This is an optimization exercise on Yosys and OpenROAD, whose aim is small area, not a production implementation.
The RTL was checked by simulation tests, not by an equivalence proof against the original design.
Power and IR drop assume default switching activity.

### flow/design.v
`default_nettype none
package ir_pkg;
  localparam int XLEN         = 32;
  localparam int FIFO_DEPTH   = 4;
  localparam int FIFO_PTR_W   = $clog2(FIFO_DEPTH);
  localparam int NUM_WR_PORTS = 3;
  typedef logic [31:0]         instr_t;
  typedef logic [XLEN-1:0]     reg_data_t;
  typedef logic [4:0]          reg_addr_t;
  typedef logic [FIFO_PTR_W-1:0] fifo_ptr_t;
  typedef logic [FIFO_PTR_W:0]   fifo_cnt_t;
  typedef logic [1:0]          lane_cnt_t;
  localparam logic [6:0] OPC_LUI      = 7'b0110111;
  localparam logic [6:0] OPC_AUIPC    = 7'b0010111;
  localparam logic [6:0] OPC_JAL      = 7'b1101111;
  localparam logic [6:0] OPC_JALR     = 7'b1100111;
  localparam logic [6:0] OPC_BRANCH   = 7'b1100011;
  localparam logic [6:0] OPC_LOAD     = 7'b0000011;
  localparam logic [6:0] OPC_STORE    = 7'b0100011;
  localparam logic [6:0] OPC_OP_IMM   = 7'b0010011;
  localparam logic [6:0] OPC_OP       = 7'b0110011;
  localparam logic [6:0] OPC_MISC_MEM = 7'b0001111;
  localparam logic [6:0] OPC_SYSTEM   = 7'b1110011;
  typedef struct packed {
    instr_t    instr;
    reg_addr_t rs1;
    reg_addr_t rs2;
    reg_addr_t rd;
    logic      uses_rs1;
    logic      uses_rs2;
    logic      illegal;
  } ir_dec_t;
  typedef enum logic [1:0] {
    OCC_EMPTY = 2'd0,
    OCC_ONE   = 2'd1,
    OCC_TWO   = 2'd2
  } occ_e;
endpackage
`default_nettype wire
`default_nettype none
module instr_fifo (
  input  wire logic           clk_i,
  input  wire ir_pkg::instr_t wr_data0_i,
  input  wire ir_pkg::instr_t wr_data1_i,
  input  wire logic [3:0]     sh0_i,
  input  wire logic [3:0]     sh1_i,
  input  wire logic [3:0]     sh2_i,
  input  wire logic [3:0]     in0_i,
  input  wire logic [3:0]     in1_i,
  output ir_pkg::instr_t      rd_data0_o,
  output ir_pkg::instr_t      rd_data1_o
);
  logic [3:0][31:0] e_q;
  logic [3:0][31:0] e_d;
  ir_aosel #(.N(4)) u_d0 (
    .sel_i ({in0_i[0], sh2_i[0], sh1_i[0], sh0_i[0]}),
    .d_i   ({wr_data0_i, e_q[2], e_q[1], e_q[0]}),
    .y_o   (e_d[0])
  );
  ir_aosel #(.N(5)) u_d1 (
    .sel_i ({in1_i[1], in0_i[1], sh2_i[1], sh1_i[1], sh0_i[1]}),
    .d_i   ({wr_data1_i, wr_data0_i, e_q[3], e_q[2], e_q[1]}),
    .y_o   (e_d[1])
  );
  ir_aosel #(.N(4)) u_d2 (
    .sel_i ({in1_i[2], in0_i[2], sh1_i[2] | sh2_i[2], sh0_i[2]}),
    .d_i   ({wr_data1_i, wr_data0_i, e_q[3], e_q[2]}),
    .y_o   (e_d[2])
  );
  ir_aosel #(.N(3)) u_d3 (
    .sel_i ({in1_i[3], in0_i[3], sh0_i[3] | sh1_i[3] | sh2_i[3]}),
    .d_i   ({wr_data1_i, wr_data0_i, e_q[3]}),
    .y_o   (e_d[3])
  );
  always_ff @(posedge clk_i) begin
    e_q <= e_d;
  end
  assign rd_data0_o = e_q[0];
  assign rd_data1_o = e_q[1];
endmodule
`default_nettype wire
`default_nettype none
module ir_aosel #(
  parameter int N = 2,
  parameter int W = 32
) (
  input  wire logic [N-1:0]        sel_i,
  input  wire logic [N-1:0][W-1:0] d_i,
  output logic [W-1:0]             y_o
);
  if (N == 6) begin : g_split
    logic [W-1:0] lo_n;
    logic [W-1:0] hi_n;
    ir_aoi3 #(.W(W)) u_lo (
      .sel_i (sel_i[2:0]),
      .d_i   (d_i[2:0]),
      .y_no  (lo_n)
    );
    ir_aoi3 #(.W(W)) u_hi (
      .sel_i (sel_i[5:3]),
      .d_i   (d_i[5:3]),
      .y_no  (hi_n)
    );
    assign y_o = ~(lo_n & hi_n);
  end else begin : g_flat
    always_comb begin
      y_o = '0;
      for (int i = 0; i < N; i++) y_o = y_o | ({W{sel_i[i]}} & d_i[i]);
    end
  end
endmodule
module ir_aoi3 #(
  parameter int W = 32
) (
  input  wire logic [2:0]        sel_i,
  input  wire logic [2:0][W-1:0] d_i,
  output logic [W-1:0]           y_no
);
  assign y_no = ~(({W{sel_i[0]}} & d_i[0]) | ({W{sel_i[1]}} & d_i[1]) | ({W{sel_i[2]}} & d_i[2]));
endmodule
`default_nettype wire
`default_nettype none
module ir_decoder #(
  parameter bit FLAGS = 1'b1
) (
  input  wire ir_pkg::instr_t    instr_i,
  output ir_pkg::reg_addr_t      rs1_o,
  output ir_pkg::reg_addr_t      rs2_o,
  output logic                   use1_o,
  output logic                   use2_o,
  output logic                   ill_o
);
  logic use1;
  logic use2;
  logic ill;
  always_comb begin
    use1 = 1'b0;
    use2 = 1'b0;
    ill  = 1'b0;
    if (instr_i[1:0] != 2'b11) begin
      ill = 1'b1;
    end else begin
      unique case (instr_i[6:0])
        ir_pkg::OPC_OP, ir_pkg::OPC_BRANCH, ir_pkg::OPC_STORE: begin
          use1 = 1'b1;
          use2 = 1'b1;
        end
        ir_pkg::OPC_OP_IMM, ir_pkg::OPC_LOAD, ir_pkg::OPC_JALR, ir_pkg::OPC_SYSTEM: begin
          use1 = 1'b1;
        end
        ir_pkg::OPC_LUI, ir_pkg::OPC_AUIPC, ir_pkg::OPC_JAL: begin
          use1 = 1'b0;
        end
        default: ill = 1'b1;
      endcase
    end
  end
  assign rs1_o  = use1 ? instr_i[19:15] : '0;
  assign rs2_o  = use2 ? instr_i[24:20] : '0;
  assign use1_o = FLAGS & use1;
  assign use2_o = FLAGS & use2;
  assign ill_o  = FLAGS & ill;
endmodule
`default_nettype wire
`default_nettype none
module ir_ctrl (
  input  wire logic       clk_i,
  input  wire logic       rst_ni,
  input  wire logic [1:0] us_valid_i,
  input  wire logic       flush_i,
  input  wire logic       flush_s0_i,
  input  wire logic       hold_i,
  input  wire logic [1:0] ds_rdy_i,
  output logic [1:0]      ir_rdy_o,
  output logic [1:0]      valid_o,
  output logic            a_is0_o,
  output logic [3:0]      f_sh0_o,
  output logic [3:0]      f_sh1_o,
  output logic [3:0]      f_sh2_o,
  output logic [3:0]      f_in0_o,
  output logic [3:0]      f_in1_o,
  output logic            ld_a_o,
  output logic            ld_b0_o,
  output logic            ld_b1_o
);
  logic [3:0] fv_q;
  logic       va_q;
  logic       vb_q;
  logic       bold_q;
  logic       pop0, pop1, pop_a, pop_b, rem_a, rem_b;
  logic       s1_en, take0, take1;
  logic       push0, push1;
  logic [3:0] vt;      
  logic [3:0] in0_at;
  logic [3:0] in1_at;
  logic [3:0] fv_d;
  assign ir_rdy_o   = {~fv_q[2], ~fv_q[3]};
  assign valid_o    = {va_q & vb_q, va_q | vb_q};
  assign a_is0_o    = ~bold_q;
  assign pop0  = (va_q | vb_q) & ds_rdy_i[0];
  assign pop1  = va_q & vb_q & ds_rdy_i[0] & ds_rdy_i[1];
  assign pop_a = bold_q ? pop1 : pop0;
  assign pop_b = bold_q ? pop0 : pop1;
  assign rem_a = va_q & ~pop_a;
  assign rem_b = vb_q & ~pop_b;
  assign s1_en = ~hold_i & ~flush_i & ~flush_s0_i;
  assign take0 = s1_en & fv_q[0] & ~(rem_a & rem_b);
  assign take1 = s1_en & fv_q[1] & ~rem_a & ~rem_b;
  assign ld_a_o  = take0 & ~rem_a;
  assign ld_b0_o = take0 & rem_a;
  assign ld_b1_o = take1;
  assign push0 = us_valid_i[0] & ~fv_q[3];
  assign push1 = push0 & us_valid_i[1] & ~fv_q[2];
  always_comb begin
    if (take1)      vt = {2'b00, fv_q[3:2]};
    else if (take0) vt = {1'b0, fv_q[3:1]};
    else            vt = fv_q;
  end
  assign in0_at = ~vt & {vt[2:0], 1'b1};
  assign in1_at = {in0_at[2:0], 1'b0};
  assign f_in0_o = in0_at;
  assign f_in1_o = in1_at;
  assign f_sh0_o = ~in0_at & ~in1_at & {4{~take0}};
  assign f_sh1_o = ~in0_at & ~in1_at & {4{take0 & ~take1}};
  assign f_sh2_o = ~in0_at & ~in1_at & {4{take1}};
  assign fv_d = vt | ({4{push0}} & in0_at) | ({4{push1}} & in1_at);
  always_ff @(posedge clk_i or negedge rst_ni) begin
    if (!rst_ni) begin
      fv_q   <= '0;
      va_q   <= 1'b0;
      vb_q   <= 1'b0;
      bold_q <= 1'b0;
    end else begin
      fv_q   <= (flush_i | flush_s0_i) ? 4'b0000 : fv_d;
      va_q   <= ~flush_i & (rem_a | ld_a_o);
      vb_q   <= ~flush_i & (rem_b | ld_b0_o | ld_b1_o);
      bold_q <= rem_b & ~(rem_a & ~bold_q);
    end
  end
endmodule
`default_nettype wire
`default_nettype none
module ir_slot #(
  parameter bit TWO_SRC = 1'b1
) (
  input  wire logic                                         clk_i,
  input  wire logic                                         ld0_i,
  input  wire logic                                         ld1_i,
  input  wire ir_pkg::instr_t                               instr0_i,
  input  wire ir_pkg::instr_t                               instr1_i,
  input  wire ir_pkg::reg_addr_t                            raddr_p0a_i,
  input  wire ir_pkg::reg_addr_t                            raddr_p0b_i,
  input  wire ir_pkg::reg_addr_t                            raddr_p1a_i,
  input  wire ir_pkg::reg_addr_t                            raddr_p1b_i,
  input  wire ir_pkg::reg_data_t                            rdata_p0a_i,
  input  wire ir_pkg::reg_data_t                            rdata_p0b_i,
  input  wire ir_pkg::reg_data_t                            rdata_p1a_i,
  input  wire ir_pkg::reg_data_t                            rdata_p1b_i,
  input  wire logic [ir_pkg::NUM_WR_PORTS-1:0]              wsel_ok_i,
  input  wire ir_pkg::reg_addr_t [ir_pkg::NUM_WR_PORTS-1:0] rf_waddr_i,
  input  wire ir_pkg::reg_data_t [ir_pkg::NUM_WR_PORTS-1:0] rf_wdata_i,
  output ir_pkg::ir_dec_t                                   dec_o,
  output ir_pkg::reg_data_t                                 op1_o,
  output ir_pkg::reg_data_t                                 op2_o
);
  ir_pkg::instr_t    instr_q;
  ir_pkg::reg_data_t op1_q;
  ir_pkg::reg_data_t op2_q;
  ir_pkg::reg_data_t op1_d;
  ir_pkg::reg_data_t op2_d;
  ir_pkg::reg_addr_t rs1_sel;
  ir_pkg::reg_addr_t rs2_sel;
  logic              ld1;
  logic              keep;
  logic [5:0]        s1;
  logic [5:0]        s2;
  assign ld1  = TWO_SRC & ld1_i;
  assign keep = ~ld0_i & ~ld1;
  ir_decoder u_dec (
    .instr_i (instr_q),
    .rs1_o   (dec_o.rs1),
    .rs2_o   (dec_o.rs2),
    .use1_o  (dec_o.uses_rs1),
    .use2_o  (dec_o.uses_rs2),
    .ill_o   (dec_o.illegal)
  );
  assign dec_o.instr = instr_q;
  assign dec_o.rd    = instr_q[11:7];
  assign rs1_sel = ({5{ld0_i}} & raddr_p0a_i) | ({5{ld1}} & raddr_p1a_i) | ({5{keep}} & dec_o.rs1);
  assign rs2_sel = ({5{ld0_i}} & raddr_p0b_i) | ({5{ld1}} & raddr_p1b_i) | ({5{keep}} & dec_o.rs2);
  function automatic logic [5:0] op_sel(input ir_pkg::reg_addr_t addr);
    logic [2:0] m;
    logic       nw;
    for (int i = 0; i < ir_pkg::NUM_WR_PORTS; i++) begin
      m[i] = wsel_ok_i[i] & (rf_waddr_i[i] == addr);
    end
    nw = ~(|m);
    op_sel = {m[2], m[1] & ~m[2], m[0] & ~m[1] & ~m[2], nw & ld0_i, nw & ld1, nw & keep};
  endfunction
  assign s1 = op_sel(rs1_sel);
  assign s2 = op_sel(rs2_sel);
  if (TWO_SRC) begin : g_two
    ir_pkg::instr_t instr_d;
    ir_aosel #(.N(3)) u_instr (
      .sel_i ({ld0_i, ld1, keep}),
      .d_i   ({instr0_i, instr1_i, instr_q}),
      .y_o   (instr_d)
    );
    ir_aosel #(.N(6)) u_op1 (
      .sel_i (s1),
      .d_i   ({rf_wdata_i[2], rf_wdata_i[1], rf_wdata_i[0], rdata_p0a_i, rdata_p1a_i, op1_q}),
      .y_o   (op1_d)
    );
    ir_aosel #(.N(6)) u_op2 (
      .sel_i (s2),
      .d_i   ({rf_wdata_i[2], rf_wdata_i[1], rf_wdata_i[0], rdata_p0b_i, rdata_p1b_i, op2_q}),
      .y_o   (op2_d)
    );
    always_ff @(posedge clk_i) begin
      instr_q <= instr_d;
    end
  end else begin : g_one
    ir_aosel #(.N(5)) u_op1 (
      .sel_i ({s1[5:3], s1[2], s1[0]}),
      .d_i   ({rf_wdata_i[2], rf_wdata_i[1], rf_wdata_i[0], rdata_p0a_i, op1_q}),
      .y_o   (op1_d)
    );
    ir_aosel #(.N(5)) u_op2 (
      .sel_i ({s2[5:3], s2[2], s2[0]}),
      .d_i   ({rf_wdata_i[2], rf_wdata_i[1], rf_wdata_i[0], rdata_p0b_i, op2_q}),
      .y_o   (op2_d)
    );
    always_ff @(posedge clk_i) begin
      if (ld0_i) instr_q <= instr0_i;
    end
  end
  always_ff @(posedge clk_i) begin
    op1_q <= op1_d;
    op2_q <= op2_d;
  end
  assign op1_o = op1_q;
  assign op2_o = op2_q;
endmodule
`default_nettype wire
`default_nettype none
module ir_stage (
  input  wire logic                         clk_i,
  input  wire logic                         rst_ni,
  input  wire logic [1:0]                   us_valid_i,
  input  wire ir_pkg::instr_t                       us_instr0_i,
  input  wire ir_pkg::instr_t                       us_instr1_i,
  output logic [1:0]                        ir_rdy_o,
  output ir_pkg::reg_addr_t                         rf_raddr_p0a_o,
  output ir_pkg::reg_addr_t                         rf_raddr_p0b_o,
  output ir_pkg::reg_addr_t                         rf_raddr_p1a_o,
  output ir_pkg::reg_addr_t                         rf_raddr_p1b_o,
  input  wire ir_pkg::reg_data_t                    rf_rdata_p0a_i,
  input  wire ir_pkg::reg_data_t                    rf_rdata_p0b_i,
  input  wire ir_pkg::reg_data_t                    rf_rdata_p1a_i,
  input  wire ir_pkg::reg_data_t                    rf_rdata_p1b_i,
  input  wire logic [ir_pkg::NUM_WR_PORTS-1:0]      rf_we_i,
  input  wire ir_pkg::reg_addr_t [ir_pkg::NUM_WR_PORTS-1:0] rf_waddr_i,
  input  wire ir_pkg::reg_data_t [ir_pkg::NUM_WR_PORTS-1:0] rf_wdata_i,
  input  wire logic                         ir_flush_i,
  input  wire logic                         ir_flush_s0_i,
  input  wire logic                         ir_hold_i,
  input  wire logic [1:0]                   ds_rdy_i,
  output logic [1:0]                        ir_valid_o,
  output logic                              ira_is0_o,
  output ir_pkg::ir_dec_t                           ira_dec_o,
  output ir_pkg::ir_dec_t                           irb_dec_o,
  output ir_pkg::reg_data_t                         ira_op1_o,
  output ir_pkg::reg_data_t                         ira_op2_o,
  output ir_pkg::reg_data_t                         irb_op1_o,
  output ir_pkg::reg_data_t                         irb_op2_o
);
  ir_pkg::instr_t  s0_data0;
  ir_pkg::instr_t  s0_data1;
  logic [3:0]      f_sh0, f_sh1, f_sh2, f_in0, f_in1;
  logic            ld_a, ld_b0, ld_b1;
  logic [ir_pkg::NUM_WR_PORTS-1:0] wsel_ok;
  ir_ctrl u_ctrl (
    .clk_i      (clk_i),
    .rst_ni     (rst_ni),
    .us_valid_i (us_valid_i),
    .flush_i    (ir_flush_i),
    .flush_s0_i (ir_flush_s0_i),
    .hold_i     (ir_hold_i),
    .ds_rdy_i   (ds_rdy_i),
    .ir_rdy_o   (ir_rdy_o),
    .valid_o    (ir_valid_o),
    .a_is0_o    (ira_is0_o),
    .f_sh0_o    (f_sh0),
    .f_sh1_o    (f_sh1),
    .f_sh2_o    (f_sh2),
    .f_in0_o    (f_in0),
    .f_in1_o    (f_in1),
    .ld_a_o     (ld_a),
    .ld_b0_o    (ld_b0),
    .ld_b1_o    (ld_b1)
  );
  instr_fifo u_fifo (
    .clk_i      (clk_i),
    .wr_data0_i (us_instr0_i),
    .wr_data1_i (us_instr1_i),
    .sh0_i      (f_sh0),
    .sh1_i      (f_sh1),
    .sh2_i      (f_sh2),
    .in0_i      (f_in0),
    .in1_i      (f_in1),
    .rd_data0_o (s0_data0),
    .rd_data1_o (s0_data1)
  );
  logic [1:0] u1_unused, u2_unused, ill_unused;
  ir_decoder #(.FLAGS(1'b0)) u_dec0 (
    .instr_i (s0_data0),
    .rs1_o   (rf_raddr_p0a_o),
    .rs2_o   (rf_raddr_p0b_o),
    .use1_o  (u1_unused[0]),
    .use2_o  (u2_unused[0]),
    .ill_o   (ill_unused[0])
  );
  ir_decoder #(.FLAGS(1'b0)) u_dec1 (
    .instr_i (s0_data1),
    .rs1_o   (rf_raddr_p1a_o),
    .rs2_o   (rf_raddr_p1b_o),
    .use1_o  (u1_unused[1]),
    .use2_o  (u2_unused[1]),
    .ill_o   (ill_unused[1])
  );
  for (genvar k = 0; k < ir_pkg::NUM_WR_PORTS; k++) begin : g_wok
    assign wsel_ok[k] = rf_we_i[k] & (|rf_waddr_i[k]);
  end
  ir_slot #(.TWO_SRC(1'b0)) u_slot_a (
    .clk_i       (clk_i),
    .ld0_i       (ld_a),
    .ld1_i       (1'b0),
    .instr0_i    (s0_data0),
    .instr1_i    (s0_data1),
    .raddr_p0a_i (rf_raddr_p0a_o),
    .raddr_p0b_i (rf_raddr_p0b_o),
    .raddr_p1a_i (rf_raddr_p1a_o),
    .raddr_p1b_i (rf_raddr_p1b_o),
    .rdata_p0a_i (rf_rdata_p0a_i),
    .rdata_p0b_i (rf_rdata_p0b_i),
    .rdata_p1a_i (rf_rdata_p1a_i),
    .rdata_p1b_i (rf_rdata_p1b_i),
    .wsel_ok_i   (wsel_ok),
    .rf_waddr_i  (rf_waddr_i),
    .rf_wdata_i  (rf_wdata_i),
    .dec_o       (ira_dec_o),
    .op1_o       (ira_op1_o),
    .op2_o       (ira_op2_o)
  );
  ir_slot #(.TWO_SRC(1'b1)) u_slot_b (
    .clk_i       (clk_i),
    .ld0_i       (ld_b0),
    .ld1_i       (ld_b1),
    .instr0_i    (s0_data0),
    .instr1_i    (s0_data1),
    .raddr_p0a_i (rf_raddr_p0a_o),
    .raddr_p0b_i (rf_raddr_p0b_o),
    .raddr_p1a_i (rf_raddr_p1a_o),
    .raddr_p1b_i (rf_raddr_p1b_o),
    .rdata_p0a_i (rf_rdata_p0a_i),
    .rdata_p0b_i (rf_rdata_p0b_i),
    .rdata_p1a_i (rf_rdata_p1a_i),
    .rdata_p1b_i (rf_rdata_p1b_i),
    .wsel_ok_i   (wsel_ok),
    .rf_waddr_i  (rf_waddr_i),
    .rf_wdata_i  (rf_wdata_i),
    .dec_o       (irb_dec_o),
    .op1_o       (irb_op1_o),
    .op2_o       (irb_op2_o)
  );
endmodule
`default_nettype wire
### flow/flow/run.sh
#!/bin/bash
# Standard ORFS layout (standard synthesis unchanged). Combinational cells
# start at their smallest size before floorplan, port buffers use the
# smallest buffer cell, CTS skips dummy loads, and gates off the critical
# paths are downsized again after global routing.
set -euo pipefail
export BUFFER_PORTS_ARGS="-buffer_cell sky130_fd_sc_hd__buf_1"
export CTS_ARGS="-sink_clustering_enable -repair_clock_nets -dont_use_dummy_load -buf_list sky130_fd_sc_hd__clkbuf_4 -sink_clustering_size 8 -sink_clustering_max_diameter 40"
export RECOVER_POWER=100
export PRE_FLOORPLAN_TCL="$(pwd)/flow/downsize.tcl"
bash standard.sh > standard_flow.log 2>&1
### flow/flow/downsize.tcl
# Before floorplan: give every combinational cell the smallest drive strength
# of its own function. Later repair (slew, capacitance, timing) sizes up again
# where the loads need it. Registers, buffers and clock cells are left alone.
set db [ord::get_db]
set block [ord::get_db_block]
set dont_use {}
if { [info exists ::env(DONT_USE_CELLS)] } { set dont_use $::env(DONT_USE_CELLS) }
array set smallest {}
foreach lib [$db getLibs] {
  foreach m [$lib getMasters] {
    set n [$m getName]
    if { ![regexp {^(sky130_fd_sc_hd__[a-z0-9]+)_[0-9]+$} $n -> base] } { continue }
    if { [lsearch -exact $dont_use $n] >= 0 } { continue }
    set a [expr { [$m getWidth] * [$m getHeight] }]
    if { ![info exists smallest($base)] || $a < [lindex $smallest($base) 1] } {
      set smallest($base) [list $m $a]
    }
  }
}
set n_swapped 0
set saved 0
foreach inst [$block getInsts] {
  set m [$inst getMaster]
  set n [$m getName]
  if { ![regexp {^(sky130_fd_sc_hd__([a-z0-9]+))_[0-9]+$} $n -> base short] } { continue }
  if { [regexp {^(df|edf|sdf|sedf|dl|buf|clkbuf|clkdly|dlygate|dlymetal|tap|conb|diode|fill|decap|clkinv|lpflow|probe|ebuf|einv)} $short] } { continue }
  if { ![info exists smallest($base)] } { continue }
  set nm [lindex $smallest($base) 0]
  if { $nm eq $m } { continue }
  set a [expr { [$m getWidth] * [$m getHeight] }]
  if { [lindex $smallest($base) 1] >= $a } { continue }
  if { [$inst swapMaster $nm] } {
    incr n_swapped
    set saved [expr { $saved + $a - [lindex $smallest($base) 1] }]
  }
}
puts "downsize: $n_swapped cells swapped to their smallest size, [expr { $saved / 1e6 }] um^2 less"
### flow/standard.sh
#!/bin/bash
# synth_recipe.tcl (not shown) runs the flow's synth.tcl, then flattens the netlist and writes it again
# the make line also repeats each setting of config.mk as NAME=value (left out here)
make -C /OpenROAD-flow-scripts/flow DESIGN_CONFIG=/design/flow/config.mk WORK_HOME=/design/flow/orfs CLKGATE_MAP_FILE= SYNTH_SCRIPT=/design/flow/synth_recipe.tcl "${@:-finish}"
### flow/config.mk
export PLATFORM = sky130hd
export DESIGN_NAME = ir_stage
export DESIGN_NICKNAME = ir_stage
export VERILOG_FILES = /design/flow/design.v
export SDC_FILE = /design/flow/constraint.sdc
export NUM_CORES = 4
export LEC_CHECK = 0
export CAP_MARGIN = 10
export CORE_MARGIN = 2
export CORE_UTILIZATION = 25
export SLEW_MARGIN = 10
export SYNTH_HIERARCHICAL = 1
### flow/constraint.sdc
create_clock -name core_clock -period 6.0 [get_ports {clk_i}]
set_input_delay 1.2000 -clock core_clock [delete_from_list [all_inputs] [get_ports {clk_i}]]
set_output_delay 1.2000 -clock core_clock [all_outputs]
set_load 0.01 [all_outputs]
==> results of run 1 <==
==> placed cells by master, fill, tap and decap left out, types with 9 or more instances in the layout <==
cell type	instances
a2111oi_0	11
mux2i_1	11
diode_2	13
dfxtp_1	288
buf_4	45
xnor2_1	25
clkbuf_4	57
inv_1	82
nand2_1	252
nor2_1	17
a222oi_1	288
xor2_1	17
o21ai_0	9
clkbuf_1	37
nand3_1	19
a21oi_1	22
and2_1	10
edfxtp_1	32
a22oi_1	231
buf_1	547
and2_0	15
nor3_1	18
==> registers in the layout (all words and copies together) (netlist names) <==
| signal | cells |
|---|---|
| u_slot_a.op2_q | 32 |
| u_fifo.e_q | 128 |
| u_ctrl.va_q | 1 |
| u_ctrl.bold_q | 1 |
| u_slot_b.op1_q | 32 |
| u_slot_b.instr_q | 32 |
| u_ctrl.vb_q | 1 |
| u_ctrl.fv_q | 4 |
| u_slot_b.op2_q | 32 |
| u_slot_a.instr_q | 32 |
| u_slot_a.op1_q | 32 |
==> area by class of cell <==
type / instances / area (sq um)
diodes: 13 / 32.5
well taps: 864 / 1080
clock buffers: 57 / 428
inverters: 84 / 322
flip-flops and latches: 327 / 6900
fillers: 7149 / 46300
repair buffers: 631 / 2550
multi-input cells: 1079 / 7860
==> critical path, delay by kind of cell <==
kind	cells	cell delay, ns
xor gates and xnor gates	1	0.11
buffers and inverters	5	1.42
and+or+nand+nor	6	1.90
AOI/OAI and AO/OA	3	1.28
==> path summary, 6_finish.rpt <==
path	endpoint	slack [ns]	cells after the start
max	u_slot_b.op1_q[1]	0.70	15
max reg2reg	u_slot_b.op1_q[1]	0.81	11
min in group core_clock	u_slot_a.instr_q[26]	0.42	0
min reg2reg	u_slot_a.instr_q[26]	0.42	0
max in group asynchronous	u_ctrl.vb_q	5.50	1
min	u_ctrl.fv_q[2]	0.23	1
==> report_power, final <==
part           internal, mW  total [mW]  switching [mW]
sequential             2.69        3.04           0.355
combinational         0.630        1.40           0.773
clock                 0.430        1.24           0.809
total                  3.75        5.68            1.94
==> metal layers <==
| layer | up-vias | routed length, um | global-route usage (%) |
|---|---|---|---|
| li1 | 7780 | - | - |
| met1 | 8479 | 30600 | 27.1 |
| met2 | 1244 | 36500 | 35.0 |
| met3 | 175 | 9240 | 6.27 |
| met4 | 20 | 2790 | 8.81 |
| met5 | - | 138 | 0 |
==> through the flow <==
stage | cells | worst slack (ns) | utilization, % | cell area (sq um) | hold WS (ns)
5_1_grt | 3051 | 0.608 | 29.3 | 19200 | 0.174
3_3_place_gp | 2985 | 0.670 | 28.8 | 18800 | 0.445
4_1_cts | 3042 | 1.20 | 29.4 | 19300 | 0.151
3_5_place_dp | 2985 | 0.731 | 28.8 | 18800 | 0.456
6_report | 3055 | 0.696 | 29.3 | 19200 | 0.229
2_1_floorplan | 1702 | 0.302 | - | 16500 | 0.454
==> results.cfg, run 1 <==
[outcome]
status = finished with violations
failed_checks = max-capacitance violations, max-slew violations

[power]
powerDensity_nw_per_um2 = 296
p_leak_nw = 7.19
peakVddDrop_mv = 0.166
finalPower_mw = 5.68

[critical_path]
end_kind = flop
cp_data_arrival_time_ns = 5.97
critPathKind = primary input to flop
start_kind = primary input
cp_slowest_cell = nor2b_4
cp.required_ns = 6.66
critPathMaxStageDelay_ns = 0.98
path_cells = buf_1 -> nor4b_1 -> clkbuf_1 -> nand2_1 -> a221oi_1 -> buf_4 -> nor2_1 -> clkbuf_1 -> a21oi_1 -> xnor2_1 -> nor4_1 -> buf_4 -> nor2b_4 -> a222oi_1 -> nand2_1
rr_startpoint = u_slot_b.instr_q[0]
crit_start = ir_flush_i
path_max_fanout = 32

[placed_design]
port_buffers = 567
dp_hpwl_um = 57700
place.gp.congestion = 0.875

[grt]
antenna_found_initial = 27
grt_overflow = 0
grt_max_degree = 66
grt_pass1_wl_um = 111000
grtUsageTotal_pct = 21.7
grt_pass1_vias = 16300

[detailed_routing]
via_count = 17700
drtIter0Drc = 3631
vias_per_cell = 5.79
detail_route.wl_per_cell_um = 26.0
drc_errors = 0
drtPass1Iterations = 13
ant_nets = 0
totalWireLength_um = 79300

[cells_and_area]
drive_above_1_share_pct = 6.52
design.final.nets = 2495
syn2layout_area_growth_pct = 16.4

[timing]
drv_slew = 64
rsz0062_at_grt = false
worst_pin_slew_ns = 2.81
fin_crit_sh_pct = 88.4
max_freq_mhz = 189
fin_crit_ns = 5.30
fin_worst_skew_ns = 0.147
finalHoldViolations = 0
setup_viol = 0
relSlewSlack_pct = -87.7
final.setup.tns_ns = 0

[cts]
cts_sinks = 327
post_cts_buffers = 0
htreeDepth = 2
clk_latency_ns = 0.87
post_cts_resized = 0
cts_buffers = 57
cts_tree = yes
ctsHoldBuffers = 0
clockBufferDepth = 3
clk_pin_slew_worst_paths_ns = 0.08
root_buffer = clkbuf_4

[synth]
syn_avg_cell_area_sq_um = 9.68
syn-cell-area_sq_um = 16500
yosysWarnings = 15
synth_nets = 2017
syn_inst = 1702

[floorplanning]
die_y_um = 261
coreArea_sq_um = 65500
die_x_um = 261
rows = 94
dieArea_sq_um = 68000
ios = 568
start_util_pct = 25.2

[job]
drv_cap = 2

[worst_hold_path]
hold_path.class = primary input to asynchronous set/reset pin
==> inputs of run 2 (changes only) <==
==> flow/flow/run.sh (replaced) <==
#!/bin/bash
# Standard ORFS layout (standard synthesis unchanged). Combinational cells
# start at their smallest size before floorplan, port buffers use the
# smallest buffer cell, CTS skips dummy loads.
set -euo pipefail
export BUFFER_PORTS_ARGS="-buffer_cell sky130_fd_sc_hd__buf_1"
export CTS_ARGS="-sink_clustering_enable -repair_clock_nets -dont_use_dummy_load -buf_list sky130_fd_sc_hd__clkbuf_4 -sink_clustering_size 8 -sink_clustering_max_diameter 40"
export PRE_FLOORPLAN_TCL="$(pwd)/flow/downsize.tcl"
bash standard.sh > standard_flow.log 2>&1
==> run 2 against run 1 <==
The run now finishes clean. Clock skew barely moved. Clock power barely moved. Count of clock-buffer cells in the layout did not move. Largest power group unchanged. Critical path type is now flop to flop. Worst setup slack improved by 0.38 ns. Global-route usage did not move. Sequential power barely moved.
==> results.cfg, run 2 <==
[grt]
grt_pass1_vias = 16300
grtUsageTotal_pct = 21.7
grt_pass1_wl_um = 111000
grt_overflow = 0
grt_max_degree = 66
antenna_found_initial = 27

[timing]
fin_crit_sh_pct = 82.1
worst_pin_slew_ns = 1.26
timing.hold.ws_ns = 0.218
final.setup.tns_ns = 0
finalHoldViolations = 0
drv_slew = 0
setup_slack_ns = 1.08
setup_viol = 0
relSlewSlack_pct = 15.8
max_freq_mhz = 203
fin_crit_ns = 4.92
rsz0062_at_grt = false
fin_worst_skew_ns = 0.147

[floorplanning]
start_util_pct = 25.2
rows = 94
die_y_um = 261
dieArea_sq_um = 68000
ios = 568
die_x_um = 261
coreArea_sq_um = 65500

[synth]
yosysWarnings = 15
syn-cell-area_sq_um = 16500
synth_nets = 2017
syn_avg_cell_area_sq_um = 9.68
syn_inst = 1702

[cts]
ctsHoldBuffers = 0
htreeDepth = 2
post_cts_buffers = 0
cts_sinks = 327
clockBufferDepth = 3
cts_tree = yes
root_buffer = clkbuf_4
post_cts_resized = 0
clk_pin_slew_worst_paths_ns = 0.10
clk_latency_ns = 0.87
cts_buffers = 57

[placed_design]
place.gp.congestion = 0.875
dp_hpwl_um = 57700
dp_slack_ns = 0.731
port_buffers = 567

[detailed_routing]
top_layer = met5
wl_met1_um = 30700
detail_route.wl_per_cell_um = 26.0
drtPass1Iterations = 11
drc_errors = 0
totalWireLength_um = 79300
dr_wl_met2_um = 36500
via_count = 17700
met3_length_um = 9290
vias_per_cell = 5.80
drtIter0Drc = 3715
ant_nets = 0

[critical_path]
critPathKind = flop to flop
crit_start = u_slot_b.instr_q[0]
cp_data_arrival_time_ns = 5.60
end_kind = flop
start_kind = flop
path_max_fanout = 32
rr_startpoint = u_slot_b.instr_q[0]
cp.required_ns = 6.67

[cells_and_area]
top_register = u_fifo.e_q
design.final.nets = 2495
final_common_cell = buf_1
syn2layout_area_growth_pct = 17.1
seq_area_sq_um = 6900
fillCellCount = 7126
multi_input_area_sq_um = 7920
final_cell_mix = buf_1, a222oi_1, dfxtp_1, nand2_1, a22oi_1
largest_register_ffs = 128
drive_above_1_share_pct = 7.58

[outcome]
status = finished clean

[power]
p_leak_nw = 7.29
peakVddDrop_mv = 0.168
powerDensity_nw_per_um2 = 295

[worst_hold_path]
hold_path.class = primary input to asynchronous set/reset pin

[job]
drv_cap = 0
[run 2: worst max-delay path: stages, from the launching register on]
cell,delay [ns]
dfxtp_1,0.40
nand2_1,0.13
a2111oi_1,0.88
and2_1,0.32
or3b_1,0.44
and3_1,0.21
or4_1,0.51
nor4_1,0.26
buf_4,0.20
nor2b_4,1.00
a222oi_1,0.25
nand2_1,0.11
[run 2: final cells by class]
class | count | area share (%)
Tap cell | 864 | 5.60
Timing Repair Buffer | 631 | 13.6
Antenna cell | 12 | 0.156
Clock buffer | 57 | 2.22
Multi-Input combinational cell | 1079 | 41.0
Inverter | 84 | 1.67
Sequential cell | 327 | 35.8
[run 2: path summary, 6_finish.rpt]
path | cells after the start | slack, ns | end
worst max-delay path | 11 | 1.08 | u_slot_b.op1_q[1]
worst min-delay path | 1 | 0.22 | u_ctrl.fv_q[2]
worst max register to register | 11 | 1.08 | u_slot_b.op1_q[1]
worst min register to register | 0 | 0.42 | u_slot_a.instr_q[26]
max in group asynchronous | 1 | 5.52 | u_ctrl.vb_q
min in group core_clock | 0 | 0.42 | u_slot_a.instr_q[26]
[run 2: per-layer routing]
metal	global-route usage, %	vias up
li1	-	7772
met4	8.81	20
met1	27.1	8507
met2	35.0	1241
met3	6.27	179
met5	0	-
[run 2: metrics by stage]
stage | power, mW | area, sq um | instances | util (%)
detailed placement | 4.47 | 18800 | 2985 | 28.8
floorplan | 3.89 | 16500 | 1702 | -
CTS | 5.69 | 19300 | 3042 | 29.4
global route | 5.99 | 19300 | 3051 | 29.4
finish | 5.69 | 19300 | 3054 | 29.5
global placement | 4.46 | 18800 | 2985 | 28.8
[run 2: where the power goes]
group | internal, mW | leakage [nW] | total [mW] | switching, mW
registers | 2.69 | 2.80 | 3.04 | 0.356
logic | 0.632 | 4.23 | 1.41 | 0.774
clock network | 0.430 | 0.262 | 1.24 | 0.810
==> inputs of run 3 (changes only) <==
--- a/flow/config.mk
+++ b/flow/config.mk
@@ -7,6 +7,6 @@
 export LEC_CHECK = 0
 export CAP_MARGIN = 10
 export CORE_MARGIN = 2
-export CORE_UTILIZATION = 25
+export CORE_UTILIZATION = 30
 export SLEW_MARGIN = 10
 export SYNTH_HIERARCHICAL = 1
==> run 3 against run 2 <==
Combinational power about the same. Sequential share of layout area up 0.32 points. Power up 1.3%. Wire length up 1.8%. Synthesized cell count unchanged. Via count up 2.5%. Count of clock-buffer cells in the layout up 4. Critical path type unchanged.
==> results.cfg, run 3 <==
[detailed_routing]
drtPass1Iterations = 13
vias_per_cell = 6.26
via_count = 18200
detail_route.wl_per_cell_um = 27.8
totalWireLength_um = 80700
drtIter0Drc = 3191
ant_nets = 0
drc_errors = 0

[placed_design]
place.gp.congestion = 0.952
dp_hpwl_um = 58700
port_buffers = 567

[cells_and_area]
multi_input_area_sq_um = 7920
syn2layout_area_growth_pct = 16.1
design.final.nets = 2492
final_common_cell = buf_1
seq_area_sq_um = 6900
top_register = u_fifo.e_q
drive_above_1_share_pct = 7.49
largest_register_ffs = 128
final_cell_mix = buf_1, a222oi_1, dfxtp_1, nand2_1, a22oi_1
fillCellCount = 5743

[floorplanning]
dieArea_sq_um = 56800
die_x_um = 238
rows = 85
coreArea_sq_um = 54000
start_util_pct = 30.5
ios = 568
die_y_um = 238

[critical_path]
path_max_fanout = 29
cp_data_arrival_time_ns = 5.41
rr_startpoint = u_ctrl.va_q
r2r_setup_slack_ns = 1.26
r2r-end = u_slot_b.op2_q[9]
reg2reg_depth = 13
start_kind = flop
end_kind = flop
critPathKind = flop to flop
cp.required_ns = 6.67

[cts]
clk_pin_slew_worst_paths_ns = 0.09
htreeDepth = 2
post_cts_buffers = 0
post_cts_resized = 0
clockBufferDepth = 3
clk_latency_ns = 0.86
root_buffer = clkbuf_4
cts_sinks = 327
cts_buffers = 61
ctsHoldBuffers = 0
cts_tree = yes

[outcome]
status = finished clean

[power]
peakVddDrop_mv = 0.188
finalPower_mw = 5.76
p_leak_nw = 7.28
powerDensity_nw_per_um2 = 301

[worst_hold_path]
hold_path.class = primary input to asynchronous set/reset pin

[grt]
antenna_found_initial = 39
grt_overflow = 0
grtUsageTotal_pct = 26.7
grt_pass1_wl_um = 114000
grt_pass1_vias = 16800
grt_max_degree = 51

[timing]
relSlewSlack_pct = 11.2
worst_pin_slew_ns = 1.33
final.setup.tns_ns = 0
fin_crit_sh_pct = 79.1
fin_worst_skew_ns = 0.142
max_freq_mhz = 211
setup_viol = 0
rsz0062_at_grt = false
finalHoldViolations = 0
fin_crit_ns = 4.74
timing.hold.ws_ns = 0.245
drv_slew = 0

[synth]
syn_inst = 1702
synth_nets = 2017
yosysWarnings = 15
syn-cell-area_sq_um = 16500
syn_avg_cell_area_sq_um = 9.68

[job]
drv_cap = 0
-- run 3: layout make-up --
| class | count | share of cell area (%) |
|---|---|---|
| multi-input combinational | 1079 | 41.4 |
| sequential | 327 | 36.1 |
| timing repair buffer | 624 | 13.5 |
| tap | 696 | 4.55 |
| clock buffer | 61 | 2.39 |
| inverter | 84 | 1.68 |
| antenna | 28 | 0.366 |
-- run 3: how the worst max path moves through the flow --
| stage | start | end | slack, ns | cells past startpoint |
|---|---|---|---|---|
| final | u_ctrl.va_q | u_slot_b.op2_q[9] | 1.26 | 13 |
| after global routing | u_ctrl.va_q | u_slot_b.op2_q[9] | 1.0 | 13 |
| after CTS | u_ctrl.va_q | u_slot_b.op2_q[9] | 1.25 | 13 |
| after detailed placement | ds_rdy_i[0] | u_slot_b.op2_q[10] | 0.54 | 13 |
| after global placement | ds_rdy_i[0] | u_slot_b.op1_q[23] | 0.72 | 14 |
| after floorplan | ir_flush_i | u_slot_a.op1_q[10] | 0.30 | 12 |
-- run 3: metrics by stage --
stage               util [%]  setup slack (ns)  area (sq um)  instances
floorplan                  -             0.302         16500       1702
global placement        34.4             0.720         18600       2810
detailed placement      34.4             0.538         18600       2810
CTS                     35.3              1.25         19100       2871
global route            35.4             0.996         19100       2893
finish                  35.4              1.26         19100       2899
-- run 3: power breakdown --
group          internal [mW]  total, mW  switching [mW]
logic                  0.631       1.42           0.793
registers               2.69       3.06           0.376
clock network          0.459       1.28           0.818
-- run 3: worst max-delay path: stages (launching register included) --
cell	delay, ns
dfrtp_1	0.54
and2_0	0.18
a32oi_1	0.08
nand3_1	0.43
clkinv_2	0.54
or3b_2	0.67
a21oi_1	0.17
or4b_1	0.14
nor4_1	0.05
buf_4	0.16
nor4b_2	0.80
buf_4	0.50
a222oi_1	0.18
nand2_1	0.10
-- run 3: per-layer routing --
layer | routed length [um] | global-route usage, % | vias to the layer above | part of all wire (%)
met2 | 37700 | 43.9 | 1344 | 47
met3 | 9450 | 8.73 | 246 | 12
met1 | 29000 | 31.3 | 8730 | 36
met4 | 4390 | 13.1 | 20 | 5.4
met5 | 131 | 0 | - | 0.16
li1 | - | - | 7814 | -
==> inputs of run 4 (changes only) <==
==> flow/config.mk (replaced) <==
export PLATFORM = sky130hd
export DESIGN_NAME = ir_stage
export DESIGN_NICKNAME = ir_stage
export VERILOG_FILES = /design/flow/design.v
export SDC_FILE = /design/flow/constraint.sdc
export NUM_CORES = 4
export LEC_CHECK = 0
export CAP_MARGIN = 5
export CORE_MARGIN = 2
export CORE_UTILIZATION = 25
export SLEW_MARGIN = 5
export SYNTH_HIERARCHICAL = 1
==> run 4 against run 3 <==
Worst setup slack got worse by 0.18 ns. Fmax fell by 3.7%. Highest routed layer unchanged. Combinational power barely moved. Sequential power barely moved. Via count fell by 2.4%. Largest cell class unchanged. Register-to-register slack got worse by 0.18 ns. Non-clock buffer count rose by 7. Worst hold slack got worse by 0.027 ns. Flip-flop and latch count did not move.
==> results.cfg, run 4 <==
[critical_path]
path_max_fanout = 32
start_kind = flop
reg2reg_depth = 11
cp.required_ns = 6.67
critPathMaxStageDelay_ns = 1.00
end_kind = flop
cp_common_cell = nand2_1
path_cells = nand2_1 -> a2111oi_1 -> and2_1 -> or3b_1 -> and3_1 -> or4_1 -> nor4_1 -> buf_4 -> nor2b_4 -> a222oi_1 -> nand2_1
critPathTopFamily = simple AND/OR/NAND/NOR gates
cp_data_arrival_time_ns = 5.60
cp_slowest_cell = nor2b_4
worstPathBufferInverterCount = 1
cp_num_cells = 11
critPathKind = flop to flop

[detailed_routing]
vias_per_cell = 5.80
ant_nets = 0
totalWireLength_um = 79300
wl_met1_um = 30700
top_layer = met5
dr_wl_met2_um = 36500
detail_route.wl_per_cell_um = 26.0
met3_length_um = 9290
drtPass1Iterations = 11
drtIter0Drc = 3715
drc_errors = 0
via_count = 17700

[cts]
cts_buffers = 57
ctsHoldBuffers = 0
htreeDepth = 2
cts_tree = yes
clockBufferDepth = 3
clk_pin_slew_worst_paths_ns = 0.10
post_cts_resized = 0
cts_sinks = 327
post_cts_buffers = 0
clk_latency_ns = 0.87
root_buffer = clkbuf_4

[timing]
fin_crit_ns = 4.92
max_freq_mhz = 203
fin_worst_skew_ns = 0.147
rsz0062_at_grt = false
fin_crit_sh_pct = 82.1
timing.hold.ws_ns = 0.218
worst_pin_slew_ns = 1.26
final.setup.tns_ns = 0
relSlewSlack_pct = 15.8
setup_viol = 0
finalHoldViolations = 0
setup_slack_ns = 1.08
drv_slew = 0

[grt]
grt_pass1_vias = 16300
grtUsageTotal_pct = 21.7
grt_max_degree = 66
antenna_found_initial = 27
grt_pass1_wl_um = 111000
grt_overflow = 0

[cells_and_area]
drive_above_1_share_pct = 7.58
syn2layout_area_growth_pct = 17.1
largest_register_ffs = 128
stdcell_area_sq_um = 19300
design.final.nets = 2495
final_common_cell = buf_1
fillCellCount = 7126
final_cell_mix = buf_1, a222oi_1, dfxtp_1, nand2_1, a22oi_1
top_register = u_fifo.e_q

[placed_design]
dp_hpwl_um = 57700
port_buffers = 567
place.gp.congestion = 0.875
dp_slack_ns = 0.731
placed_area_sq_um = 18800

[synth]
yosysWarnings = 15
syn_avg_cell_area_sq_um = 9.68
syn-cell-area_sq_um = 16500
synth_nets = 2017
syn_inst = 1702

[floorplanning]
rows = 94
coreArea_sq_um = 65500
die_y_um = 261
start_util_pct = 25.2
die_x_um = 261
ios = 568
dieArea_sq_um = 68000

[power]
peakVddDrop_mv = 0.168
powerDensity_nw_per_um2 = 295
p_leak_nw = 7.29

[outcome]
status = finished clean

[job]
drv_cap = 0

[worst_hold_path]
hold_path.class = primary input to asynchronous set/reset pin
==> run 4: per-stage QoR <==
stage | util, % | total power, mW | instances
2_1_floorplan | - | 3.89 | 1702
3_3_place_gp | 28.8 | 4.46 | 2985
3_5_place_dp | 28.8 | 4.47 | 2985
4_1_cts | 29.4 | 5.69 | 3042
5_1_grt | 29.4 | 5.99 | 3051
6_report | 29.5 | 5.69 | 3054
==> run 4: worst paths after layout <==
| check | end | startpoint | slack, ns |
|---|---|---|---|
| setup / recovery | u_slot_b.op1_q[1] | u_slot_b.instr_q[0] | 1.08 |
| hold / removal | u_ctrl.fv_q[2] | rst_ni | 0.22 |
| setup reg to reg | u_slot_b.op1_q[1] | u_slot_b.instr_q[0] | 1.08 |
| hold reg to reg | u_slot_a.instr_q[26] | u_fifo.e_q[26] | 0.42 |
| max in group asynchronous | u_ctrl.vb_q | rst_ni | 5.52 |
| min in group core_clock | u_slot_a.instr_q[26] | u_fifo.e_q[26] | 0.42 |
==> run 4: layout make-up <==
type                            count  area [sq um]  area share [%]
Antenna cell                       12          30.0           0.156
Multi-Input combinational cell   1079          7920            41.0
Sequential cell                   327          6900            35.8
Clock buffer                       57           428            2.22
Tap cell                          864          1080            5.60
Timing Repair Buffer              631          2620            13.6
Inverter                           84           322            1.67
==> run 4: routing by layer <==
layer | vias to the layer above | track usage [%]
met5 | - | 0
met4 | 20 | 8.81
met3 | 179 | 6.27
met2 | 1241 | 35.0
met1 | 8507 | 27.1
li1 | 7772 | -
==> run 4: worst reg2reg max path, cell delays in order (launching register included) <==
cell and delay, ns:
dfxtp_1 0.40, nand2_1 0.13, a2111oi_1 0.88, and2_1 0.32
or3b_1 0.44, and3_1 0.21, or4_1 0.51, nor4_1 0.26
buf_4 0.20, nor2b_4 1.00, a222oi_1 0.27, nand2_1 0.11
==> run 4: report_power, final <==
part / internal, mW / switching, mW
registers: 2.69 / 0.356
clock network: 0.430 / 0.810
logic: 0.632 / 0.774
==> inputs of run 5 (changes only) <==
==> flow/flow/run.sh (replaced) <==
#!/bin/bash
# Standard ORFS layout (standard synthesis unchanged). Combinational cells
# start at their smallest size before floorplan, port buffers use the
# smallest buffer cell, CTS skips dummy loads.
set -euo pipefail
export BUFFER_PORTS_ARGS="-buffer_cell sky130_fd_sc_hd__buf_1"
export CTS_ARGS="-sink_clustering_enable -repair_clock_nets -dont_use_dummy_load -buf_list sky130_fd_sc_hd__clkbuf_4 -sink_clustering_size 9 -sink_clustering_max_diameter 50"
export PRE_FLOORPLAN_TCL="$(pwd)/flow/downsize.tcl"
bash standard.sh > standard_flow.log 2>&1
--- a/flow/config.mk
+++ b/flow/config.mk
@@ -5,8 +5,8 @@
 export SDC_FILE = /design/flow/constraint.sdc
 export NUM_CORES = 4
 export LEC_CHECK = 0
-export CAP_MARGIN = 5
+export CAP_MARGIN = 10
 export CORE_MARGIN = 2
 export CORE_UTILIZATION = 25
-export SLEW_MARGIN = 5
+export SLEW_MARGIN = 10
 export SYNTH_HIERARCHICAL = 1
==> run 5 against run 4 <==
Via count fell by 0.31%. Largest cell class unchanged. First-iteration DRC count shrank 4.1%. Highest routed layer unchanged. Worst hold slack gained 0.096 ns. Wire length is 0.45% higher. Final area decreased by 0.31%. Clock skew decreased by 0.058 ns. Synthesized area unchanged.
==> results.cfg, run 5 <==
[cts]
cts_sinks = 327
post_cts_buffers = 0
cts_buffers = 49
cts_tree = yes
clockBufferDepth = 3
clk_latency_ns = 0.79
ctsHoldBuffers = 0
root_buffer = clkbuf_4
post_cts_resized = 0
clk_pin_slew_worst_paths_ns = 0.10
htreeDepth = 2

[placed_design]
placed_area_sq_um = 18800
place.gp.congestion = 0.875
dp_hpwl_um = 57700
port_buffers = 567
dp_cells = 2985
dp_slack_ns = 0.731

[critical_path]
end_kind = flop
path_cells = nand2b_1 -> a2111oi_1 -> and2_1 -> or3b_1 -> and3_1 -> or4_1 -> nor4_1 -> buf_4 -> nor2b_4 -> a222oi_1 -> nand2_1
crit_start = u_slot_b.instr_q[6]
rr_startpoint = u_slot_b.instr_q[6]
cp.required_ns = 6.68
path_max_fanout = 32
cp_data_arrival_time_ns = 5.55
critPathKind = flop to flop
reg2reg_depth = 11
cp_slowest_cell = nor2b_4
start_kind = flop
critPathMaxStageDelay_ns = 1.01

[power]
p_sw_mw = 1.92
p_leak_nw = 7.25
peakVddDrop_mv = 0.170
p_int_mw = 3.69
clockPowerShare_pct = 20.7
finalPower_mw = 5.60
powerDensity_nw_per_um2 = 291
comb_power_share_pct = 25.1
switching_share_pct = 34.2
pwr-share-seq_pct = 54.2

[detailed_routing]
drc_errors = 0
totalWireLength_um = 79600
detail_route.wl_per_cell_um = 26.1
vias_per_cell = 5.80
via_count = 17700
drtPass1Iterations = 13
ant_nets = 0
drtIter0Drc = 3562

[timing]
fin_worst_skew_ns = 0.0889
setup_viol = 0
rsz0062_at_grt = false
fin_crit_ns = 4.87
finalHoldViolations = 0
final.setup.tns_ns = 0
relSlewSlack_pct = 15.2
setup_slack_ns = 1.13
worst_pin_slew_ns = 1.27
max_freq_mhz = 206
drv_slew = 0
fin_crit_sh_pct = 81.1

[job]
drv_cap = 0

[floorplanning]
coreArea_sq_um = 65500
ios = 568
die_x_um = 261
start_util_pct = 25.2
rows = 94
die_y_um = 261
dieArea_sq_um = 68000

[synth]
syn_inst = 1702
synth_nets = 2017
syn-cell-area_sq_um = 16500
yosysWarnings = 15
syn_avg_cell_area_sq_um = 9.68

[cells_and_area]
multi_input_area_sq_um = 7920
stdcell_count = 3046
drive_above_1_share_pct = 7.24
fillCellCount = 7120
seq_area_sq_um = 6900
design.final.nets = 2487
largest_register_ffs = 128
final_common_cell = buf_1
top_register = u_fifo.e_q
stdcell_area_sq_um = 19200
final_cell_mix = buf_1, a222oi_1, dfxtp_1, nand2_1, a22oi_1
syn2layout_area_growth_pct = 16.7

[grt]
grt_pass1_vias = 16300
antenna_found_initial = 24
grt_overflow = 0
grt_pass1_wl_um = 111000
grt_max_degree = 66
grtUsageTotal_pct = 21.8

[worst_hold_path]
hold_path.class = primary input to asynchronous set/reset pin

[outcome]
status = finished clean
## run 5: changes by cell type in the layout (fill, tap and decap cells not counted), sizes merged
cell,change
clkbuf,-8
## run 5: per-stage QoR
step           hold WS (ns)  util, %
3_3_place_gp          0.445     28.8
4_1_cts               0.213     29.3
2_1_floorplan         0.454        -
5_1_grt               0.243     29.4
3_5_place_dp          0.456     28.8
6_report              0.314     29.4
## run 5: critical path: cells and delay by family, from the launching register on
family,cells,cell delay [ns]
AND/OR/NAND/NOR,8,2.94
flip-flops,1,0.47
buffers and inverters,1,0.20
AO/OA/AOI/OAI,2,1.13
## run 5: metal layers
metal / share of wire (%) / track usage [%]
met5: 0.14 / 0
met4: 3.2 / 8.65
met3: 11 / 6.12
met2: 46 / 35.5
met1: 39 / 27.2
## run 5: area by class of cell
cell class / count / share of cell area [%]
Multi-Input combinational cell: 1079 / 41.1
Antenna cell: 12 / 0.156
Clock buffer: 49 / 1.91
Timing Repair Buffer: 631 / 13.6
Sequential cell: 327 / 35.9
Tap cell: 864 / 5.62
Inverter: 84 / 1.67
## run 5: final timing paths
path                                         to  slack [ns]
max                          u_slot_b.op1_q[11]        1.13
min reg2reg                u_slot_a.instr_q[27]        0.42
max in group asynchronous           u_ctrl.vb_q        5.42
max reg2reg                  u_slot_b.op1_q[11]        1.13
min                              u_ctrl.fv_q[2]        0.31
min in group core_clock    u_slot_a.instr_q[27]        0.42
## run 5: power by group through the flow
stage	clock [mW]	sequential [mW]	combinational, mW
floorplan	0	3.12	0.773
global placement	0	3.08	1.38
detailed placement	0	3.07	1.39
CTS	1.20	3.03	1.40
global route	1.28	3.09	1.54
finish	1.16	3.04	1.41
==> inputs of run 6 (changes only) <==
==> flow/flow/run.sh (replaced) <==
#!/bin/bash
# Standard ORFS layout (standard synthesis unchanged). Combinational cells
# start at their smallest size before floorplan, port buffers use the
# smallest buffer cell, CTS skips dummy loads, and gates off the critical
# paths are downsized again after global routing.
set -euo pipefail
export BUFFER_PORTS_ARGS="-buffer_cell sky130_fd_sc_hd__buf_1"
export CTS_ARGS="-sink_clustering_enable -repair_clock_nets -dont_use_dummy_load -buf_list sky130_fd_sc_hd__clkbuf_8 -sink_clustering_size 12 -sink_clustering_max_diameter 50"
export RECOVER_POWER=100
export PRE_FLOORPLAN_TCL="$(pwd)/flow/downsize.tcl"
bash standard.sh > standard_flow.log 2>&1
==> run 6 against run 5 <==
Highest routed layer unchanged. Die area unchanged. Flip-flop and latch count is the same. Combinational power about the same. Now fails the layout checks on max-capacitance violations, max-slew violations. Sequential power about the same.
==> results.cfg, run 6 <==
[cells_and_area]
fin_util_pct = 29.5
drive_above_1_share_pct = 5.96
top_register = u_fifo.e_q
final_cell_mix = buf_1, a222oi_1, dfxtp_1, nand2_1, a22oi_1
stdcell_count = 3039
largest_register_ffs = 128
design.final.nets = 2480
syn2layout_area_growth_pct = 17.3
seq_area_sq_um = 6900
multi_input_area_sq_um = 7860
fillCellCount = 7106
final_common_cell = buf_1

[critical_path]
critPathKind = primary input to flop
r2r_setup_slack_ns = 0.81
end_kind = flop
cp_data_arrival_time_ns = 5.81
path_max_fanout = 30
start_kind = primary input
cp.required_ns = 6.55
rr_startpoint = u_slot_b.instr_q[6]
r2r-end = u_slot_b.op1_q[8]
reg2reg_depth = 11

[timing]
final.setup.tns_ns = 0
max_freq_mhz = 190
fin_crit_ns = 5.27
rsz0062_at_grt = false
fin_worst_skew_ns = 0.133
drv_slew = 64
fin_crit_sh_pct = 87.8
worst_pin_slew_ns = 2.71
timing.hold.ws_ns = 0.466
relSlewSlack_pct = -80.7
setup_viol = 0
finalHoldViolations = 0

[worst_hold_path]
hold_path.class = flop to flop
hold_path_depth = 0
hold_path_end = u_slot_a.instr_q[26]
worstHoldStart = u_fifo.e_q[26]

[detailed_routing]
drtPass1Iterations = 10
totalWireLength_um = 79200
via_count = 17700
vias_per_cell = 5.83
drtIter0Drc = 3762
ant_nets = 0
detail_route.wl_per_cell_um = 26.0
drc_errors = 0

[grt]
grt_pass1_vias = 16200
grt_overflow = 0
grtUsageTotal_pct = 21.7
antenna_found_initial = 20
grt_max_degree = 66
grt_pass1_wl_um = 111000

[outcome]
failed_checks = max-capacitance violations, max-slew violations
status = finished with violations

[power]
comb_power_share_pct = 23.9
p_sw_mw = 1.94
clockPowerShare_pct = 24.4
peakVddDrop_mv = 0.166
finalPower_mw = 5.88
pwr-share-seq_pct = 51.8
switching_share_pct = 33.0
p_int_mw = 3.94
powerDensity_nw_per_um2 = 304
p_leak_nw = 7.23

[cts]
post_cts_buffers = 0
cts_tree = yes
htreeDepth = 2
cts_sinks = 327
root_buffer = clkbuf_8
post_cts_resized = 0
cts_buffers = 42
clk_latency_ns = 0.64
clockBufferDepth = 3
ctsHoldBuffers = 0
clk_pin_slew_worst_paths_ns = 0.05

[floorplanning]
dieArea_sq_um = 68000
die_y_um = 261
rows = 94
start_util_pct = 25.2
coreArea_sq_um = 65500
ios = 568
die_x_um = 261

[synth]
syn_avg_cell_area_sq_um = 9.68
syn-cell-area_sq_um = 16500
synth_nets = 2017
syn_inst = 1702
yosysWarnings = 15

[placed_design]
dp_hpwl_um = 57700
dp_cells = 2985
port_buffers = 567
place.gp.congestion = 0.875

[job]
drv_cap = 2
-- run 6: critical path, cell delays in order --
cell and delay, ns:
buf_1 0.12, or2_1 0.27, nor2_1 0.19, nand3_1 0.17, clkinvlp_2 0.59, buf_4 0.40
nor2_1 0.08, o22ai_1 2.01, buf_4 0.53, a22oi_1 0.13, nand2_1 0.11
-- run 6: area by class of cell --
type | instances | share of cell area (%)
Inverter | 84 | 1.66
Clock buffer | 42 | 2.99
Tap cell | 864 | 5.59
Sequential cell | 327 | 35.7
Multi-Input combinational cell | 1079 | 40.6
Antenna cell | 12 | 0.155
Timing Repair Buffer | 631 | 13.3
-- run 6: stage by stage --
stage | cell area, sq um | worst slack [ns]
2_1_floorplan | 16500 | 0.302
3_3_place_gp | 18800 | 0.670
3_5_place_dp | 18800 | 0.731
4_1_cts | 19400 | 1.22
5_1_grt | 19300 | 0.463
6_report | 19300 | 0.735
-- run 6: worst max-delay path by stage --
stage               depth (start not counted)                 end  slack, ns                start
CTS                                        11  u_slot_b.op1_q[10]       1.22  u_slot_b.instr_q[6]
floorplan                                  12  u_slot_a.op1_q[10]       0.30           ir_flush_i
detailed placement                         14  u_slot_b.op1_q[13]       0.73           ir_flush_i
finish                                     11      u_fifo.e_q[64]       0.73           ir_flush_i
global placement                           15  u_slot_b.op2_q[30]       0.67           ir_flush_i
global route                               11      u_fifo.e_q[64]       0.46          ds_rdy_i[1]
-- run 6: routing by layer --
layer  wire, um  track usage [%]  vias to the layer above
met5         69                0                        -
met4       2810             8.79                       10
met3       8940             5.78                      182
met2      36500             35.1                     1271
met1      30800             27.4                     8529
li1           -                -                     7735
-- run 6: power groups by stage --
| stage | clock network, mW | registers [mW] | logic [mW] |
|---|---|---|---|
| floorplan | 0 | 3.12 | 0.773 |
| global placement | 0 | 3.08 | 1.38 |
| detailed placement | 0 | 3.07 | 1.39 |
| CTS | 1.48 | 3.03 | 1.40 |
| global route | 1.55 | 3.09 | 1.54 |
| finish | 1.43 | 3.04 | 1.40 |
==> inputs of run 7 (changes only) <==
--- a/flow/design.v
+++ b/flow/design.v
@@ -130,31 +130,16 @@
   output logic                   use2_o,
   output logic                   ill_o
 );
-  logic use1;
-  logic use2;
-  logic ill;
-  always_comb begin
-    use1 = 1'b0;
-    use2 = 1'b0;
-    ill  = 1'b0;
-    if (instr_i[1:0] != 2'b11) begin
-      ill = 1'b1;
-    end else begin
-      unique case (instr_i[6:0])
-        ir_pkg::OPC_OP, ir_pkg::OPC_BRANCH, ir_pkg::OPC_STORE: begin
-          use1 = 1'b1;
-          use2 = 1'b1;
-        end
-        ir_pkg::OPC_OP_IMM, ir_pkg::OPC_LOAD, ir_pkg::OPC_JALR, ir_pkg::OPC_SYSTEM: begin
-          use1 = 1'b1;
-        end
-        ir_pkg::OPC_LUI, ir_pkg::OPC_AUIPC, ir_pkg::OPC_JAL: begin
-          use1 = 1'b0;
-        end
-        default: ill = 1'b1;
-      endcase
-    end
-  end
+  logic [6:0] o;
+  logic       use1;
+  logic       use2;
+  logic       ill;
+  assign o    = instr_i[6:0];
+  assign use2 = o[1] & o[0] & ~o[3] & ~o[2] & o[5] & ~(o[6] & o[4]);
+  assign use1 = o[1] & o[0] & ~o[3] &
+                ((~o[2] & ~(o[6] & ~o[5])) | (o[2] & o[6] & o[5] & ~o[4]));
+  assign ill  = ~(use1 | (o[1] & o[0] & o[2] &
+                          ((~o[3] & ~o[6] & o[4]) | (o[3] & o[6] & o[5] & ~o[4]))));
   assign rs1_o  = use1 ? instr_i[19:15] : '0;
   assign rs2_o  = use2 ? instr_i[24:20] : '0;
   assign use1_o = FLAGS & use1;
==> flow/flow/run.sh (replaced) <==
#!/bin/bash
# Standard ORFS layout (standard synthesis unchanged). Combinational cells
# start at their smallest size before floorplan, port buffers use the
# smallest buffer cell, CTS skips dummy loads.
set -euo pipefail
export BUFFER_PORTS_ARGS="-buffer_cell sky130_fd_sc_hd__buf_1"
export CTS_ARGS="-sink_clustering_enable -repair_clock_nets -dont_use_dummy_load -buf_list sky130_fd_sc_hd__clkbuf_4 -sink_clustering_size 9 -sink_clustering_max_diameter 50"
export PRE_FLOORPLAN_TCL="$(pwd)/flow/downsize.tcl"
bash standard.sh > standard_flow.log 2>&1
==> run 7 against run 6 <==
The run now finishes clean. Non-clock buffer count fell by 6. Synthesized area fell by 0.11%. Die area fell by 0.10%. Worst hold slack worse by 0.21 ns. Flip-flop and latch count unchanged. Clock skew fell by 0.0040 ns. Worst setup slack better by 0.33 ns. Final cell count increased by 0.16%. Final area decreased by 0.37%. First-iteration DRC count up 4.6%. Register-to-register slack better by 0.26 ns. Largest cell class unchanged. Largest power group unchanged.
==> results.cfg, run 7 <==
[outcome]
status = finished clean

[detailed_routing]
drc_errors = 0
via_count = 17700
detail_route.wl_per_cell_um = 26.5
vias_per_cell = 5.82
drtIter0Drc = 3935
totalWireLength_um = 80700
drtPass1Iterations = 11
ant_nets = 0

[floorplanning]
start_util_pct = 25.1
die_y_um = 261
coreArea_sq_um = 65500
ios = 568
dieArea_sq_um = 67900
rows = 94
die_x_um = 261

[timing]
fin_crit_ns = 4.93
setup_viol = 0
worst_pin_slew_ns = 1.17
fin_crit_sh_pct = 82.2
relSlewSlack_pct = 21.7
max_freq_mhz = 203
finalHoldViolations = 0
drv_slew = 0
timing.hold.ws_ns = 0.256
rsz0062_at_grt = false
fin_worst_skew_ns = 0.129
final.setup.tns_ns = 0

[cts]
clockBufferDepth = 3
cts_buffers = 49
clk_pin_slew_worst_paths_ns = 0.10
clk_latency_ns = 0.82
post_cts_resized = 0
cts_tree = yes
post_cts_buffers = 0
ctsHoldBuffers = 0
htreeDepth = 2
root_buffer = clkbuf_4
cts_sinks = 327

[grt]
grt_pass1_vias = 16100
antenna_found_initial = 29
grtUsageTotal_pct = 22.2
grt_max_degree = 66
grt_pass1_wl_um = 112000
grt_overflow = 0

[critical_path]
start_kind = flop
cp.required_ns = 6.73
path_max_fanout = 32
cp_slowest_cell = nor2b_4
end_kind = flop
cp_data_arrival_time_ns = 5.66
critPathKind = flop to flop
path_cells = and2b_1 -> a211oi_1 -> and2_1 -> or3b_1 -> and3_1 -> or4_1 -> nor4_1 -> nor2b_4 -> a222oi_1 -> nand2_1
critPathMaxStageDelay_ns = 1.02

[placed_design]
dp_cells = 2971
place.gp.congestion = 0.918
dp_hpwl_um = 57700
port_buffers = 567
placed_area_sq_um = 18800

[cells_and_area]
stdcell_count = 3044
largest_register_ffs = 128
drive_above_1_share_pct = 7.14
syn2layout_area_growth_pct = 17.0
stdcell_area_sq_um = 19300
top_register = u_fifo.e_q
final_cell_mix = buf_1, a222oi_1, dfxtp_1, nand2_1, a22oi_1
design.final.nets = 2473
fin_util_pct = 29.4
final_common_cell = buf_1

[synth]
synth_nets = 2009
syn_avg_cell_area_sq_um = 9.72
syn_inst = 1694
syn-cell-area_sq_um = 16500
yosysWarnings = 13

[power]
powerDensity_nw_per_um2 = 293
peakVddDrop_mv = 0.144
p_leak_nw = 7.23

[job]
drv_cap = 0

[worst_hold_path]
hold_path.class = primary input to asynchronous set/reset pin
[run 7: area by class of cell]
| type | instances | area (sq um) |
|---|---|---|
| repair buffers | 625 | 2590 |
| diodes | 24 | 60.1 |
| fillers | 7122 | 46200 |
| flip-flops and latches | 327 | 6900 |
| clock buffers | 49 | 368 |
| inverters | 86 | 329 |
| well taps | 864 | 1080 |
| multi-input cells | 1069 | 7940 |
[run 7: per-layer routing]
layer	track usage (%)	wire [um]	vias up
met1	27.5	30900	8482
met5	0	97	-
met2	36.6	37400	1262
met3	5.98	9350	197
met4	8.33	2940	14
li1	-	-	7747
[run 7: path summary, 6_finish.rpt]
| path | to | from | cells past startpoint | slack (ns) |
|---|---|---|---|---|
| setup / recovery | u_slot_b.op1_q[21] | u_slot_b.instr_q[5] | 10 | 1.07 |
| hold / removal | u_ctrl.fv_q[3] | rst_ni | 1 | 0.26 |
| setup reg to reg | u_slot_b.op1_q[21] | u_slot_b.instr_q[5] | 10 | 1.07 |
| hold reg to reg | u_fifo.e_q[94] | u_fifo.e_q[126] | 2 | 0.46 |
| max in group asynchronous | u_ctrl.va_q | rst_ni | 1 | 5.43 |
| min in group core_clock | u_fifo.e_q[94] | u_fifo.e_q[126] | 2 | 0.46 |
[run 7: report_power, final]
part | total [mW] | internal (mW) | switching (mW) | leakage [nW]
Sequential | 3.04 | 2.69 | 0.359 | 2.80
Clock | 1.18 | 0.372 | 0.810 | 0.226
Combinational | 1.42 | 0.630 | 0.785 | 4.20
Total | 5.64 | 3.69 | 1.95 | 7.23
[run 7: critical path: cells and delay by family (launching register included)]
kind	cells	cell delay, ns
AO/OA/AOI/OAI	2	0.75
AND/OR/NAND/NOR	8	3.53
flip-flops	1	0.52
[run 7: through the flow]
step	setup WS (ns)	total power, mW
6_report	1.07	5.64
5_1_grt	0.963	5.92
4_1_cts	1.22	5.64
3_5_place_dp	0.766	4.47
3_3_place_gp	0.500	4.46
2_1_floorplan	0.302	3.89

==> static timing again, ports no longer ideal <==
Ports are ideal in the flow. The routed layouts listed here were re-timed in OpenROAD. Step 1 assumes that a clkbuf_16 drives the clock port and a buf_2 every other input. Step 2, shift: input delay + t, output delay - t, t = (earliest + latest rising clock arrival at the registers) / 2. This alone moves slack from input paths to output paths. a / b / c = no drivers / after step 1 / after step 2; a / b = the first two.
run	t (ns)	setup WS [ns]	worst data-port slew with drivers (ns)
run 1	0.843	0.696 / 0.725 / -0.118	0.18
run 2	0.849	1.076 / 1.076 / 0.546	0.17
run 3	0.834	1.257 / 1.257 / 0.477	0.15
run 4	0.849	1.076 / 1.076 / 0.546	0.17
run 5	0.802	1.134 / 1.134 / 0.582	0.17
run 6	0.618	0.735 / 0.760 / 0.142	0.16
run 7	0.808	1.066 / 1.066 / 0.553	0.17
For run 1, which loses most, drivers alone change the setup slack by +0.029 ns; drivers and shift together by -0.814 ns.
